Background: an optimization exercise with open tools, aiming at small area and a short achievable clock period. Do not read the settings as production practice. In this exercise RTL edits were held to simulation tests only and were not proved equivalent to the original. Power is estimated from default activity; no workload was simulated.

==> run a <==
==> flow/design.v (excerpt) <==
module exec_unit (
  input  logic               clk,
  input  logic               rst_n,
  input  logic               insn_valid,
  input  rv_exec_pkg::insn_t insn,
  input  rv_exec_pkg::xlen_t pc,
  input  rv_exec_pkg::xlen_t sign_ext,
  input  rv_exec_pkg::xlen_t src1,
  input  rv_exec_pkg::xlen_t src2,
  output logic               dest_valid,
  output logic               dest_long,
  output rv_exec_pkg::xlen_t dest,
  output logic               branch_target_valid,
  output rv_exec_pkg::xlen_t branch_target
);
  localparam int ALU_TOPO = 0;
  localparam int BR_TOPO  = 0;
  logic dest_wr, br_op, jump, a_pc, b_imm, b_four, sub, word_op, base_src1;
  logic sel_sum, sel_slt, sel_slt_u, sel_xor, sel_or, sel_and, sel_sll, sel_sr, sh_arith;
  rv_exec_pkg::xlen_t res;
  rv_exec_pkg::xlen_t target;
  logic               eq, lt, ltu, taken;
  insn_decode u_decode (
    .insn      (insn),
    .dest_wr   (dest_wr),
    .br_op     (br_op),
  ...
==> module insn_decode, before the edit <==
module insn_decode (
  input  rv_exec_pkg::insn_t insn,
  output logic               dest_wr,     
  output logic               br_op,       
  output logic               jump,        
  output logic               a_pc,        
  output logic               b_imm,       
  output logic               b_four,      
  output logic               sub,         
  output logic               word_op,     
  output logic               base_src1,   
  output logic               sel_sum,     
  output logic               sel_slt,     
  output logic               sel_slt_u,   
  output logic               sel_xor,
  output logic               sel_or,
  output logic               sel_and,
  output logic               sel_sll,
  output logic               sel_sr,
  output logic               sh_arith
);
  logic [6:0] opc;
  logic [2:0] f3;
  logic [6:0] f7;
  logic       f7_zero;
  logic       f7_alt;
  logic       is_op, is_opimm, is_op32, is_opimm32, is_auipc, is_br, is_jal, is_jalr;
  logic       alu;
  assign opc = insn[6:0];
  assign f3  = insn[14:12];
  assign f7  = insn[31:25];
  assign f7_zero = (f7 == 7'b0000000);
  assign f7_alt  = (f7 == 7'b0100000);
  assign is_op      = (opc == 7'b0110011);
  assign is_opimm   = (opc == 7'b0010011);
  assign is_op32    = (opc == 7'b0111011);
  assign is_opimm32 = (opc == 7'b0011011);
  assign is_auipc   = (opc == 7'b0010111);
  assign is_br      = (opc == 7'b1100011);
  assign is_jal     = (opc == 7'b1101111);
  assign is_jalr    = (opc == 7'b1100111);
  always_comb begin
    dest_wr = 1'b0;
    if (is_op)
      dest_wr = f7_zero | (f7_alt & (f3 == 3'd0 | f3 == 3'd5));
    if (is_opimm)
      dest_wr = (f3 == 3'd1) ? (insn[31:26] == 6'd0) :
                (f3 == 3'd5) ? ({insn[31], insn[29:26]} == 5'd0) : 1'b1;
    if (is_op32)
      dest_wr = (f7_zero & (f3 == 3'd0 | f3 == 3'd1 | f3 == 3'd5)) |
                (f7_alt & (f3 == 3'd0 | f3 == 3'd5));
    if (is_opimm32)
      dest_wr = (f3 == 3'd0) | (f3 == 3'd1 & f7_zero) | (f3 == 3'd5 & (f7_zero | f7_alt));
    if (is_auipc | is_jal | (is_jalr & f3 == 3'd0))
      dest_wr = 1'b1;
  end
  assign br_op = is_br & (f3[2] | ~f3[1]);
  assign jump  = is_jal | (is_jalr & f3 == 3'd0);
  assign alu       = ~opc[6] & ~opc[2];
  assign a_pc      = opc[2];
  assign b_four    = opc[6] & opc[2];
  assign b_imm     = ~opc[5];
  assign sub       = ~opc[2] & (opc[6] | (~f3[2] & (f3[1] | (insn[30] & opc[5]))));
  assign word_op   = opc[3] & ~opc[6];
  assign base_src1 = opc[2] & ~opc[3];
  assign sel_sum   = opc[2] | (f3 == 3'd0);
  assign sel_slt   = alu & (f3[2:1] == 2'b01);
  assign sel_slt_u = f3[0];
  assign sel_xor   = alu & (f3 == 3'd4);
  assign sel_or    = alu & (f3 == 3'd6);
  assign sel_and   = alu & (f3 == 3'd7);
  assign sel_sll   = alu & (f3 == 3'd1);
  assign sel_sr    = alu & (f3 == 3'd5);
  assign sh_arith  = insn[30];
endmodule
Settings: LEC_CHECK=0, ABC_AREA=1, CAP_MARGIN=20, CORE_MARGIN=2, CORE_UTILIZATION=45, CTS_BUF_LIST=sky130_fd_sc_hd__clkbuf_4 sky130_fd_sc_hd__clkbuf_8, SETUP_SLACK_MARGIN=2.8, SLEW_MARGIN=20; clock period 7.0 ns.
standard.sh (not shown) runs the stock make flow with config.mk's settings and CLKGATE_MAP_FILE= SYNTH_SCRIPT=/design/flow/synth_recipe.tcl, a recipe that flattens the netlist after the stock synthesis.
==> flow/flow/run.sh <==
#!/bin/bash
# Standard ORFS layout (the standard.sh, standard synthesis unchanged),
# except that the port buffers use sky130_fd_sc_hd__buf_1 instead of the
# default choice. The full make output goes to standard.log.
set -o pipefail
bash standard.sh "BUFFER_PORTS_ARGS=-buffer_cell sky130_fd_sc_hd__buf_1" finish > standard.log 2>&1
==> run b (differences from run a) <==
--- a/flow/design.v
+++ b/flow/design.v
@@ -61,15 +61,16 @@
   end
   assign br_op = is_br & (f3[2] | ~f3[1]);
   assign jump  = is_jal | (is_jalr & f3 == 3'd0);
   assign alu       = ~opc[6] & ~opc[2];
   assign a_pc      = opc[2];
   assign b_four    = opc[6] & opc[2];
   assign b_imm     = ~opc[5];
-  assign sub       = ~opc[2] & (opc[6] | (~f3[2] & (f3[1] | (insn[30] & opc[5]))));
+  assign sub       = (opc[6] & ~opc[2]) |
+                     (alu & ((f3 == 3'd0 & insn[30] & opc[5]) | (f3[2:1] == 2'b01)));
   assign word_op   = opc[3] & ~opc[6];
   assign base_src1 = opc[2] & ~opc[3];
   assign sel_sum   = opc[2] | (f3 == 3'd0);
   assign sel_slt   = alu & (f3[2:1] == 2'b01);
   assign sel_slt_u = f3[0];
   assign sel_xor   = alu & (f3 == 3'd4);
   assign sel_or    = alu & (f3 == 3'd6);
==> flow/flow/run.sh (replaced) <==
#!/bin/bash
# Standard ORFS layout (the standard.sh, standard synthesis unchanged),
# except that the port buffers use sky130_fd_sc_hd__buf_1 instead of the default choice.
set -o pipefail
bash standard.sh "BUFFER_PORTS_ARGS=-buffer_cell sky130_fd_sc_hd__buf_1" finish > standard.log 2>&1
Settings changed: ABC_AREA 1 to default, CTS_BUF_LIST sky130_fd_sc_hd__clkbuf_4 sky130_fd_sc_hd__clkbuf_8 to default, SETUP_SLACK_MARGIN 2.8 to 2.
==> run c (differences from run a) <==
--- a/flow/design.v
+++ b/flow/design.v
@@ -61,15 +61,16 @@
   end
   assign br_op = is_br & (f3[2] | ~f3[1]);
   assign jump  = is_jal | (is_jalr & f3 == 3'd0);
   assign alu       = ~opc[6] & ~opc[2];
   assign a_pc      = opc[2];
   assign b_four    = opc[6] & opc[2];
   assign b_imm     = ~opc[5];
-  assign sub       = ~opc[2] & (opc[6] | (~f3[2] & (f3[1] | (insn[30] & opc[5]))));
+  assign sub       = (opc[6] & ~opc[2]) |
+                     (alu & ((f3 == 3'd0 & insn[30] & opc[5]) | (f3[2:1] == 2'b01)));
   assign word_op   = opc[3] & ~opc[6];
   assign base_src1 = opc[2] & ~opc[3];
   assign sel_sum   = opc[2] | (f3 == 3'd0);
   assign sel_slt   = alu & (f3[2:1] == 2'b01);
   assign sel_slt_u = f3[0];
   assign sel_xor   = alu & (f3 == 3'd4);
   assign sel_or    = alu & (f3 == 3'd6);
@@ -78,23 +79,28 @@
   assign sel_sr    = alu & (f3 == 3'd5);
   assign sh_arith  = insn[30];
 endmodule
 module prefix_add #(
   parameter int W    = 64,
   parameter int TOPO = 0
 ) (
-  input  logic [W-1:0] p,
-  input  logic [W-1:0] g,
+  input  logic [W-1:0] a,
+  input  logic [W-1:0] b,
   input  logic         cin,
-  output logic [W-1:0] c,
-  output logic         cout
+  output logic [W-1:0] sum,
+  output logic         cout,
+  output logic [W-1:0] p,
+  output logic [W-1:0] g
 );
   localparam int L = (W > 32) ? 6 : (W > 16) ? 5 : 4;
   logic [W-1:0] gg [0:2*L];
   logic [W-1:0] pp [0:2*L];
+  logic [W-1:0] c;
+  assign p = a ^ b;
+  assign g = a & b;
   assign gg[0] = {g[W-1:1], g[0] | (p[0] & cin)};
   assign pp[0] = p;
   genvar l, i;
   generate
     if (TOPO == 0) begin : g_sk
       for (l = 0; l < L; l++) begin : lv
         for (i = 0; i < W; i++) begin : bt
@@ -173,14 +179,15 @@
           assign pp[L+1][i] = pp[L][i];
         end
       end
       assign c = {gg[L+1][W-2:0], cin};
       assign cout = gg[L+1][W-1];
     end
   endgenerate
+  assign sum = p ^ c;
 endmodule
 module int_alu #(
   parameter int TOPO = 0
 ) (
   input  rv_exec_pkg::xlen_t pc,
   input  rv_exec_pkg::xlen_t src1,
   input  rv_exec_pkg::xlen_t src2,
@@ -203,36 +210,30 @@
   output logic               eq,
   output logic               lt,
   output logic               ltu
 );
   rv_exec_pkg::xlen_t op_a;
   rv_exec_pkg::xlen_t op_b;
   rv_exec_pkg::xlen_t op_bx;
+  rv_exec_pkg::xlen_t sum;
   rv_exec_pkg::xlen_t p;
   rv_exec_pkg::xlen_t g;
-  rv_exec_pkg::xlen_t x;
-  rv_exec_pkg::xlen_t c;
-  rv_exec_pkg::xlen_t sum;
-  logic               logic_op;
   logic               cout;
   assign op_a  = a_pc ? pc : src1;
   assign op_b  = b_four ? 64'd4 : (b_imm ? sign_ext : src2);
   assign op_bx = op_b ^ {64{sub}};
-  assign logic_op = sel_xor | sel_or | sel_and;
-  assign p = op_a ^ op_bx;
-  assign g = op_a & op_bx & {64{~logic_op}};
-  assign x = sel_and ? (op_a & op_b) : (sel_or ? (op_a | op_b) : p);
   prefix_add #(.W(64), .TOPO(TOPO)) u_add (
-    .p    (p),
-    .g    (g),
+    .a    (op_a),
+    .b    (op_bx),
     .cin  (sub),
-    .c    (c),
-    .cout (cout)
+    .sum  (sum),
+    .cout (cout),
+    .p    (p),
+    .g    (g)
   );
-  assign sum = x ^ c;
   assign eq  = &p;
   assign ltu = ~cout;
   assign lt  = (op_a[63] ^ op_b[63]) ? op_a[63] : ~cout;
   logic [5:0]  sh;
   logic [63:0] sx;
   logic [63:0] sr [0:6];
   logic        fill;
@@ -259,15 +260,18 @@
     end
     for (i = 0; i < 64; i++) begin : rv
       assign rev_r[i] = sr[6][63-i];
     end
   endgenerate
   assign sr[0] = sx;
   always_comb begin
-    res = ({64{~(sel_sll | sel_sr | sel_slt)}} & sum) |
+    res = ({64{sel_sum}} & sum) |
+          ({64{sel_xor}} & p) |
+          ({64{sel_or}}  & (p | g)) |
+          ({64{sel_and}} & g) |
           ({64{sel_sr}}  & sr[6]) |
           ({64{sel_sll}} & rev_r);
     res[0] = res[0] | (sel_slt & (sel_slt_u ? ltu : lt));
   end
 endmodule
 module branch_unit #(
   parameter int TOPO = 0
@@ -285,28 +289,30 @@
   output logic               taken,
   output rv_exec_pkg::xlen_t target
 );
   logic [2:0]         f3;
   logic               cond;
   rv_exec_pkg::xlen_t base;
   rv_exec_pkg::xlen_t sum;
-  rv_exec_pkg::xlen_t c;
+  rv_exec_pkg::xlen_t p_unused;
+  rv_exec_pkg::xlen_t g_unused;
   logic               c_unused;
   assign f3    = insn[14:12];
   assign cond  = (f3[2] ? (f3[1] ? ltu : lt) : eq) ^ f3[0];
   assign taken = jump | (br_op & cond);
   assign base = base_src1 ? src1 : pc;
   prefix_add #(.W(64), .TOPO(TOPO)) u_add (
-    .p    (base ^ sign_ext),
-    .g    (base & sign_ext),
+    .a    (base),
+    .b    (sign_ext),
     .cin  (1'b0),
-    .c    (c),
-    .cout (c_unused)
+    .sum  (sum),
+    .cout (c_unused),
+    .p    (p_unused),
+    .g    (g_unused)
   );
-  assign sum = base ^ sign_ext ^ c;
   assign target = {sum[63:1], sum[0] & ~base_src1};
 endmodule
 module exec_regs (
   input  logic               clk,
   input  logic               rst_n,
   input  logic               insn_valid,
   input  logic               dest_wr,
==> flow/run.sh (new file) <==
#!/bin/bash
# synth_recipe.tcl (not shown) runs the flow's synth.tcl, then flattens the netlist and writes it again
# the make line also repeats each setting of config.mk as NAME=value (left out here)
make -C /OpenROAD-flow-scripts/flow DESIGN_CONFIG=/design/flow/config.mk WORK_HOME=/design/flow/orfs CLKGATE_MAP_FILE= SYNTH_SCRIPT=/design/flow/synth_recipe.tcl finish
Settings changed: ABC_AREA 1 to default, CTS_BUF_LIST sky130_fd_sc_hd__clkbuf_4 sky130_fd_sc_hd__clkbuf_8 to default, SETUP_SLACK_MARGIN 2.8 to 3.5.
removed: flow/flow/run.sh
removed: flow/standard.sh
==> comparison <==
- First-iteration DRC count, highest first: run a, run c, run b.
- Run a finished clean. Run b went through all stages and came out clean. Run c went through all stages and came out clean.
- Combinational power, lowest first: run a, run b, run c.
- Sequential share of layout area: run b > run a > run c.
- Of run c and run b, run c has the higher global-route usage (gap 1.1 points).
- In sequential cell count, run a and run b do not differ.
- Final area, lowest first: run b, run a, run c.
- Critical path depth, lowest first: run b, run a, run c.
- In run b the synthesized cell count is smaller than in run a, by 26%.

========
==> onyx: inputs <==
RTL: one of the versions met above, not the one the previous note started from.
==> flow/design.v (excerpt) <==
module exec_unit (
  input  logic               clk,
  input  logic               rst_n,
  input  logic               insn_valid,
  input  rv_exec_pkg::insn_t insn,
  input  rv_exec_pkg::xlen_t pc,
  input  rv_exec_pkg::xlen_t sign_ext,
  input  rv_exec_pkg::xlen_t src1,
  input  rv_exec_pkg::xlen_t src2,
  output logic               dest_valid,
  output logic               dest_long,
  output rv_exec_pkg::xlen_t dest,
  output logic               branch_target_valid,
  output rv_exec_pkg::xlen_t branch_target
);
  localparam int ALU_TOPO = 0;
  localparam int BR_TOPO  = 0;
  logic dest_wr, br_op, jump, a_pc, b_imm, b_four, sub, word_op, base_src1;
  logic sel_sum, sel_slt, sel_slt_u, sel_xor, sel_or, sel_and, sel_sll, sel_sr, sh_arith;
  rv_exec_pkg::xlen_t res;
  rv_exec_pkg::xlen_t target;
  logic               eq, lt, ltu, taken;
  insn_decode u_decode (
    .insn      (insn),
    .dest_wr   (dest_wr),
    .br_op     (br_op),
    .jump      (jump),
    .a_pc      (a_pc),
    .b_imm     (b_imm),
    .b_four    (b_four),
    .sub       (sub),
    .word_op   (word_op),
    .base_src1 (base_src1),
    .sel_sum   (sel_sum),
    .sel_slt   (sel_slt),
    .sel_slt_u (sel_slt_u),
    .sel_xor   (sel_xor),
    .sel_or    (sel_or),
    .sel_and   (sel_and),
    .sel_sll   (sel_sll),
    .sel_sr    (sel_sr),
    .sh_arith  (sh_arith)
  );
  int_alu #(.TOPO(ALU_TOPO)) u_alu (
    .pc        (pc),
    .src1      (src1),
    .src2      (src2),
    .sign_ext  (sign_ext),
    .a_pc      (a_pc),
    .b_imm     (b_imm),
    .b_four    (b_four),
    .sub       (sub),
    .word_op   (word_op),
    .sel_sum   (sel_sum),
    .sel_slt   (sel_slt),
    .sel_slt_u (sel_slt_u),
    .sel_xor   (sel_xor),
    .sel_or    (sel_or),
    .sel_and   (sel_and),
    .sel_sll   (sel_sll),
    .sel_sr    (sel_sr),
    .sh_arith  (sh_arith),
    .res       (res),
    .eq        (eq),
    .lt        (lt),
    .ltu       (ltu)
  );
  branch_unit #(.TOPO(BR_TOPO)) u_branch (
    .insn      (insn),
    .br_op     (br_op),
    .jump      (jump),
    .base_src1 (base_src1),
    .pc        (pc),
    .src1      (src1),
    .sign_ext  (sign_ext),
    .eq        (eq),
    .lt        (lt),
    .ltu       (ltu),
    .taken     (taken),
  ...
==> module insn_decode, before the edit <==
module insn_decode (
  input  rv_exec_pkg::insn_t insn,
  output logic               dest_wr,     
  output logic               br_op,       
  output logic               jump,        
  output logic               a_pc,        
  output logic               b_imm,       
  output logic               b_four,      
  output logic               sub,         
  output logic               word_op,     
  output logic               base_src1,   
  output logic               sel_sum,     
  output logic               sel_slt,     
  output logic               sel_slt_u,   
  output logic               sel_xor,
  output logic               sel_or,
  output logic               sel_and,
  output logic               sel_sll,
  output logic               sel_sr,
  output logic               sh_arith
);
  logic [6:0] opc;
  logic [2:0] f3;
  logic [6:0] f7;
  logic       f7_zero;
  logic       f7_alt;
  logic       is_op, is_opimm, is_op32, is_opimm32, is_auipc, is_br, is_jal, is_jalr;
  logic       alu;
  assign opc = insn[6:0];
  assign f3  = insn[14:12];
  assign f7  = insn[31:25];
  assign f7_zero = (f7 == 7'b0000000);
  assign f7_alt  = (f7 == 7'b0100000);
  assign is_op      = (opc == 7'b0110011);
  assign is_opimm   = (opc == 7'b0010011);
  assign is_op32    = (opc == 7'b0111011);
  assign is_opimm32 = (opc == 7'b0011011);
  assign is_auipc   = (opc == 7'b0010111);
  assign is_br      = (opc == 7'b1100011);
  assign is_jal     = (opc == 7'b1101111);
  assign is_jalr    = (opc == 7'b1100111);
  always_comb begin
    dest_wr = 1'b0;
    if (is_op)
      dest_wr = f7_zero | (f7_alt & (f3 == 3'd0 | f3 == 3'd5));
    if (is_opimm)
      dest_wr = (f3 == 3'd1) ? (insn[31:26] == 6'd0) :
                (f3 == 3'd5) ? ({insn[31], insn[29:26]} == 5'd0) : 1'b1;
    if (is_op32)
      dest_wr = (f7_zero & (f3 == 3'd0 | f3 == 3'd1 | f3 == 3'd5)) |
                (f7_alt & (f3 == 3'd0 | f3 == 3'd5));
    if (is_opimm32)
      dest_wr = (f3 == 3'd0) | (f3 == 3'd1 & f7_zero) | (f3 == 3'd5 & (f7_zero | f7_alt));
    if (is_auipc | is_jal | (is_jalr & f3 == 3'd0))
      dest_wr = 1'b1;
  end
  assign br_op = is_br & (f3[2] | ~f3[1]);
  assign jump  = is_jal | (is_jalr & f3 == 3'd0);
  assign alu       = ~opc[6] & ~opc[2];
  assign a_pc      = opc[2];
  assign b_four    = opc[6] & opc[2];
  assign b_imm     = ~opc[5];
  assign sub       = (opc[6] & ~opc[2]) |
                     (alu & ((f3 == 3'd0 & insn[30] & opc[5]) | (f3[2:1] == 2'b01)));
  assign word_op   = opc[3] & ~opc[6];
  assign base_src1 = opc[2] & ~opc[3];
  assign sel_sum   = opc[2] | (f3 == 3'd0);
  assign sel_slt   = alu & (f3[2:1] == 2'b01);
  assign sel_slt_u = f3[0];
  assign sel_xor   = alu & (f3 == 3'd4);
  assign sel_or    = alu & (f3 == 3'd6);
  assign sel_and   = alu & (f3 == 3'd7);
  assign sel_sll   = alu & (f3 == 3'd1);
  assign sel_sr    = alu & (f3 == 3'd5);
  assign sh_arith  = insn[30];
endmodule
Settings: LEC_CHECK=0, ABC_AREA=1, CAP_MARGIN=20, CORE_MARGIN=2, CORE_UTILIZATION=45, SETUP_SLACK_MARGIN=2.5, SLEW_MARGIN=20; clock period 7.0 ns.
==> flow/flow/run.sh <==
#!/bin/bash
# Standard ORFS layout (the standard.sh, standard synthesis unchanged),
# except that the port buffers use sky130_fd_sc_hd__buf_1 instead of the default choice.
set -o pipefail
bash standard.sh "BUFFER_PORTS_ARGS=-buffer_cell sky130_fd_sc_hd__buf_1" finish > standard.log 2>&1
==> inputs of tundra, as changes to onyx <==
--- a/flow/design.v
+++ b/flow/design.v
@@ -66,6 +66,5 @@
   assign b_four    = opc[6] & opc[2];
   assign b_imm     = ~opc[5];
-  assign sub       = (opc[6] & ~opc[2]) |
-                     (alu & ((f3 == 3'd0 & insn[30] & opc[5]) | (f3[2:1] == 2'b01)));
+  assign sub       = ~opc[2] & (opc[6] | (~f3[2] & (f3[1] | (insn[30] & opc[5]))));
   assign word_op   = opc[3] & ~opc[6];
   assign base_src1 = opc[2] & ~opc[3];
==> flow/flow/run.sh (replaced) <==
#!/bin/bash
# Standard ORFS layout (the standard.sh, standard synthesis unchanged),
# except that the port buffers use sky130_fd_sc_hd__buf_1 instead of the
# default choice. The full make output goes to standard.log.
set -o pipefail
bash standard.sh "BUFFER_PORTS_ARGS=-buffer_cell sky130_fd_sc_hd__buf_1" finish > standard.log 2>&1
--- a/flow/config.mk
+++ b/flow/config.mk
@@ -10,4 +10,5 @@
 export CORE_MARGIN = 2
 export CORE_UTILIZATION = 45
-export SETUP_SLACK_MARGIN = 2.5
+export CTS_BUF_LIST = sky130_fd_sc_hd__clkbuf_4 sky130_fd_sc_hd__clkbuf_8
+export SETUP_SLACK_MARGIN = 2.7
 export SLEW_MARGIN = 20
==> comparison table <==
                                                                              onyx                   tundra
Run status                                           no timing/DRC/antenna violations  no timing/DRC/antenna violations
HPWL Detailed                                                                84600 um                 79100 um
Arrival time at the worst endpoint                                            4.98 ns                  4.65 ns
Final estimated routing congestion in global placement                           1.06                     1.06
Portion of total power attributed to combinational logic                        60.1%                    60.9%
Max stage delay cell, worst path                              sky130_fd_sc_hd__nor2_1  sky130_fd_sc_hd__nor3_4
Number of instances in the synthesized netlist                                   3415                     3370
Antenna diode count                                                                 7                        5
Capturing instance or port of the critical path            u_regs.branch_target_valid         u_regs.res_q[31]
Critical path fanouts, max                                                         22                       26
Non-clock buffers, area share                                                   11.0%                    11.3%
Sequential power share                                                          21.1%                    22.7%
Fraction of area in registers                                                   11.4%                    11.7%
Required time at the worst-slack endpoint                                     7.43 ns                  7.40 ns
WL/cell                                                                       24.7 um                  23.6 um
Maximum resistive drop on vdd                                              0.000161 V               0.000138 V
Post-synthesis instance area                                                19700 um2                19400 um2
Number of buffer and inverter stages on the critical path                           2                        4
Multi-input gate area in the final layout                                   15400 um2                15100 um2
Core box area                                                               43100 um2                42800 um2
Final non-filler cell total                                                      4301                     4224
Die boundary width                                                             213 um                   212 um
Sequential-cell power consumption                                             1.07 mW                  1.08 mW
Complex-gate fraction of the synthesized area                                   24.0%                    26.6%
Synth Area per Inst                                                          5.76 um2                 5.76 um2
Reported leakage power                                                        10.5 nW                  10.3 nW
Effective utilization at floorplan                                              45.6%                    45.4%

re-timing with driven ports:
No port has a modelled driver above. Below, the same layouts with a new extraction and two added sets of constraints. Step 1 (the two cells are an assumption about what drives the block):
set clk [get_ports {clk}]
set_driving_cell -lib_cell sky130_fd_sc_hd__clkbuf_16 $clk
set_driving_cell -lib_cell sky130_fd_sc_hd__buf_2 [delete_from_list [all_inputs] $clk]
Step 2 also shifts input and output timing later by t, the mid clock arrival at the registers, as if the neighbouring blocks saw the same clock. a / b / c = ideal ports / drivers / drivers and shift; a / b = the first two.
run | t (ns) | setup slack, ns | worst slew at a driven data input, ns
run a | 0.583 | 2.655 / 2.648 / 2.065 | 0.11
run b | 0.549 | 1.882 / 1.877 / 1.328 | 0.07
run c | 0.562 | 1.559 / 1.570 / 1.008 | 0.16
onyx | 0.551 | 2.450 / 2.398 / 1.847 | 0.18
tundra | 0.591 | 2.748 / 2.604 / 2.014 | 0.23
After both steps setup and hold are still met in every run listed. The setup slack of tundra, which loses most, moves by -0.144 ns with the drivers and by -0.734 ns with both steps.
